This is an optimization exercise on Yosys and OpenROAD, whose aim is small area, a short achievable clock period and few clock cycles per item, not a production implementation.
The RTL was checked by simulation tests, not by an equivalence proof against the original design.

==> flow/design.v (excerpt) <==
module inv_byte_substitution_state (
    input  logic           i_clock,
    input  logic           i_reset,
    input  logic [127:0]   i_state,
    input  logic           i_valid,
    output logic           o_ready,
    output logic [127:0]   o_state,
    output logic           o_valid,
    input  logic           i_ready
);
==> flow/config.mk <==
export PLATFORM = sky130hd
export DESIGN_NAME = inv_byte_substitution_state
export DESIGN_NICKNAME = inv_byte_substitution_state
export VERILOG_FILES = /design/flow/design.v
export SDC_FILE = /design/flow/constraint.sdc
export NUM_CORES = 4
export LEC_CHECK = 0
export CAP_MARGIN = 20
export CORE_MARGIN = 2
export CORE_UTILIZATION = 40
export CTS_CLUSTER_DIAMETER = 80
export CTS_CLUSTER_SIZE = 20
export SLEW_MARGIN = 20
export SYNTH_HIERARCHICAL = 1
==> flow/constraint.sdc <==
create_clock -name core_clock -period 16.0 [get_ports {i_clock}]
set_input_delay 3.2000 -clock core_clock [delete_from_list [all_inputs] [get_ports {i_clock}]]
set_output_delay 3.2000 -clock core_clock [all_outputs]
set_load 0.01 [all_outputs]
standard.sh (not shown) runs the stock make flow with config.mk's settings and CLKGATE_MAP_FILE= SYNTH_SCRIPT=/design/flow/synth_recipe.tcl, a recipe that flattens the netlist after the stock synthesis.
==> flow/flow/run.sh <==
#!/bin/bash
# The standard layout, with plain buf_2 cells as the port buffers instead of the delay
# buffer that buffer_ports picks by default. Everything else is the standard flow.
set -euo pipefail
bash standard.sh "BUFFER_PORTS_ARGS=-buffer_cell sky130_fd_sc_hd__buf_2" finish > standard_flow.log 2>&1
The first run finished clean.
Testbench counts at the start, summed over its fixed seeds: cycles 1,616, items 1,600.
Next try:
==> flow/flow/run.sh (replaced) <==
#!/bin/bash
set -euo pipefail
bash standard.sh "BUFFER_PORTS_ARGS=-buffer_cell sky130_fd_sc_hd__buf_2" SETUP_SLACK_MARGIN=11.4 finish > standard_flow.log 2>&1
--- a/flow/config.mk
+++ b/flow/config.mk
@@ -12,0 +13 @@
+export PLACE_DENSITY = 0.75
Routed wire length is about the same.
Fmax is higher by 3.8%.
Register-to-register slack improves by 0.29 ns.
Worst setup slack improves by 0.17 ns.
Cell area is higher by 1.4%.
Hold slack barely changes.
Sequential share of layout area is lower by 0.24 points.
Clock-buffer cell count is lower by 5.
First-iteration DRC count is higher by 24%.
Area after synthesis stays the same.
Next try:
--- a/flow/flow/run.sh
+++ b/flow/flow/run.sh
@@ -1,0 +2,2 @@
+# The standard layout, with plain buf_2 cells as the port buffers instead of the delay
+# buffer that buffer_ports picks by default. Everything else is the standard flow.
--- a/flow/config.mk
+++ b/flow/config.mk
@@ -11,3 +11 @@
-export CTS_CLUSTER_DIAMETER = 80
-export CTS_CLUSTER_SIZE = 20
-export PLACE_DENSITY = 0.75
+export CTS_CLUSTER_SIZE = 24
The changed run passed the timing, DRC and antenna checks.
Routed wire length climbs by 0.33%.
First-iteration DRC count fell by 21%.
Worst setup slack gets better by 0.088 ns.
Cell area is higher by 1.7%.
Next try:
==> flow/flow/run.sh (replaced) <==
#!/bin/bash
set -euo pipefail
bash standard.sh "BUFFER_PORTS_ARGS=-buffer_cell sky130_fd_sc_hd__buf_2" SETUP_SLACK_MARGIN=11.4 finish > standard_flow.log 2>&1
--- a/flow/config.mk
+++ b/flow/config.mk
@@ -11 +11,3 @@
-export CTS_CLUSTER_SIZE = 24
+export CTS_BUF_LIST = sky130_fd_sc_hd__clkbuf_8
+export CTS_CLUSTER_DIAMETER = 80
+export CTS_CLUSTER_SIZE = 20
The new run finished clean.
Design area is lower by 3.0%.
Critical path depth stays the same.
Non-clock buffer count is unchanged.
Utilization is lower by 1.4 points.
Register-to-register slack gets better by 0.04 ns.
Synthesized area is unchanged.

========
run 1:
inv_byte_substitution_state again, from the RTL that the note above started with.
Settings: LEC_CHECK=0, CAP_MARGIN=20, CORE_MARGIN=2, CORE_UTILIZATION=40, CTS_BUF_LIST=sky130_fd_sc_hd__clkbuf_8, SLEW_MARGIN=20, SYNTH_HIERARCHICAL=1; clock period 16.0 ns.
==> flow/flow/run.sh <==
#!/bin/bash
# The standard layout, with plain buf_2 cells as the port buffers instead of the delay
# buffer that buffer_ports picks by default. Everything else is the standard flow.
set -euo pipefail
bash standard.sh "BUFFER_PORTS_ARGS=-buffer_cell sky130_fd_sc_hd__buf_2" SETUP_SLACK_MARGIN=11.4 finish > standard_flow.log 2>&1
Testbench counts of run 1, summed over its fixed seeds: cycles 1,616, items 1,600.
Input changes introduced in run 2 (baseline for comparison: run 1):
- putting CTS_CLUSTER_SIZE at 20 where nothing was set
- putting CTS_CLUSTER_DIAMETER at 80 where nothing was set
- clearing CTS_BUF_LIST, which used to be sky130_fd_sc_hd__clkbuf_8
- swapping 40 for 55 in CORE_UTILIZATION
==> comparison <==
Delta(maximum number of pins on one net before global-route repair, run 2 - run 1) < 0. NOTE clock buffer count run 1->run 2 decreased by more than half. Per the comparison of run 2 with run 1, HPWL reported at the end of detailed placement now sits higher; clock latency at the later pin of the worst-skew pair now sits lower; final standard cell count with taps included and fillers excluded now sits lower; wire length of the first global-routing pass now sits higher. Taking run 1 as the reference, in run 2 proportion of cell area occupied by registers moved up; share of final layout cell area taken by non-clock buffers level; number of antenna violations at the first check in global routing moved down. Compared with run 1, run 2 shows a higher wire length.
### run 2 -> run 3
- CORE_UTILIZATION changed from 55 to 40
==> flow/flow/run.sh <==
#!/bin/bash
set -euo pipefail
bash standard.sh "BUFFER_PORTS_ARGS=-buffer_cell sky130_fd_sc_hd__buf_2" SETUP_SLACK_MARGIN=11.4 finish > standard_flow.log 2>&1
--- outcome ---
Run 2 → run 3: wire length decreased 2.2%; maximum frequency increased 1.1%.
Comparing run 3 with run 2, the multi-input logic area came out essentially unchanged.
Run 3 vs run 2 on final non-filler cell total: run 3 is the higher one.
Run 3 vs run 2: post-layout instance area up in run 3
Run 2 has higher fraction of the cycle the final worst path needs than run 3.
Comparing run 2 and run 3, the higher setup slack is on run 3.
### run 3 -> run 4
- CTS_CLUSTER_SIZE: 20 -> 30
- CTS_CLUSTER_DIAMETER: 80 -> 100
--- a/flow/flow/run.sh
+++ b/flow/flow/run.sh
@@ -1,2 +1,4 @@
 #!/bin/bash
+# The standard layout, with plain buf_2 cells as the port buffers instead of the delay
+# buffer that buffer_ports picks by default. Everything else is the standard flow.
 set -euo pipefail
Notes after the runs:
- Run 4 has completed all stages; timing, DRC and antenna checks passed.
- Diff run 3 -> run 4: number of clock buffer instances in the layout decreased by about 23% relative to the old numbers, non-clock buffer share of cell area stayed essentially flat.
- Lower clock skew was reported by run 4, not run 3.
- From run 3 to run 4, sequential cell count did not move at all.
- The standard cells in run 4 occupy less silicon area than those in run 3 do.
- Looking at share of cell area taken by multi-input logic gates, run 4 sits 0.20 points above run 3.
- Of run 3 and run 4, the run reporting the higher achievable clock frequency was run 4.
- In run 4 the worst setup slack turned out 0.019 ns higher than in run 3.
- Summary of run 4 over run 3: global-route usage shows no meaningful change; fill cell instance count of the final layout increased 29.

## port drivers added, routing unchanged
The results above use ideal ports. As a check the final layouts listed here were re-extracted and re-timed, cells and wires unchanged.
Step 1 sets driving cells, clkbuf_16 on the clock port and buf_2 on the other inputs (assumed; they add their load-dependent delay and slew).
Step 2, shift: input delay + t, output delay - t, t = (earliest + latest rising clock arrival at the registers) / 2. This alone moves slack from input paths to output paths.
Three values: ideal ports, drivers, drivers and shift; two values: the first two.
run | t, ns | setup slack, ns | worst hold slack (ns) | worst register clock-pin slew, ns
the first run of note 1 | 0.613 | 11.393 / 11.393 / 11.241 | 0.468 / 0.468 / 0.468 | 0.08 / 0.08
the second run of note 1 | 0.653 | 11.560 / 11.500 / 11.154 | 0.466 / 0.466 / 0.466 | 0.08 / 0.08
the third run of note 1 | 0.628 | 11.648 / 11.586 / 11.256 | 0.464 / 0.464 / 0.464 | 0.06 / 0.06
the fourth run of note 1 | 0.740 | 11.512 / 11.449 / 11.265 | 0.471 / 0.471 / 0.471 | 0.12 / 0.12
run 1 | 0.701 | 11.585 / 11.523 / 11.218 | 0.462 / 0.462 / 0.462 | 0.07 / 0.07
run 2 | 0.653 | 11.552 / 11.486 / 11.260 | 0.470 / 0.470 / 0.470 | 0.09 / 0.09
run 3 | 0.674 | 11.601 / 11.538 / 11.235 | 0.465 / 0.465 / 0.465 | 0.08 / 0.08
run 4 | 0.655 | 11.621 / 11.559 / 11.247 | 0.470 / 0.470 / 0.470 | 0.11 / 0.11
After both steps every run listed still meets setup and hold. The setup slack of the second run of note 1, which loses most, moves by -0.060 ns with the drivers and by -0.406 ns with both steps.
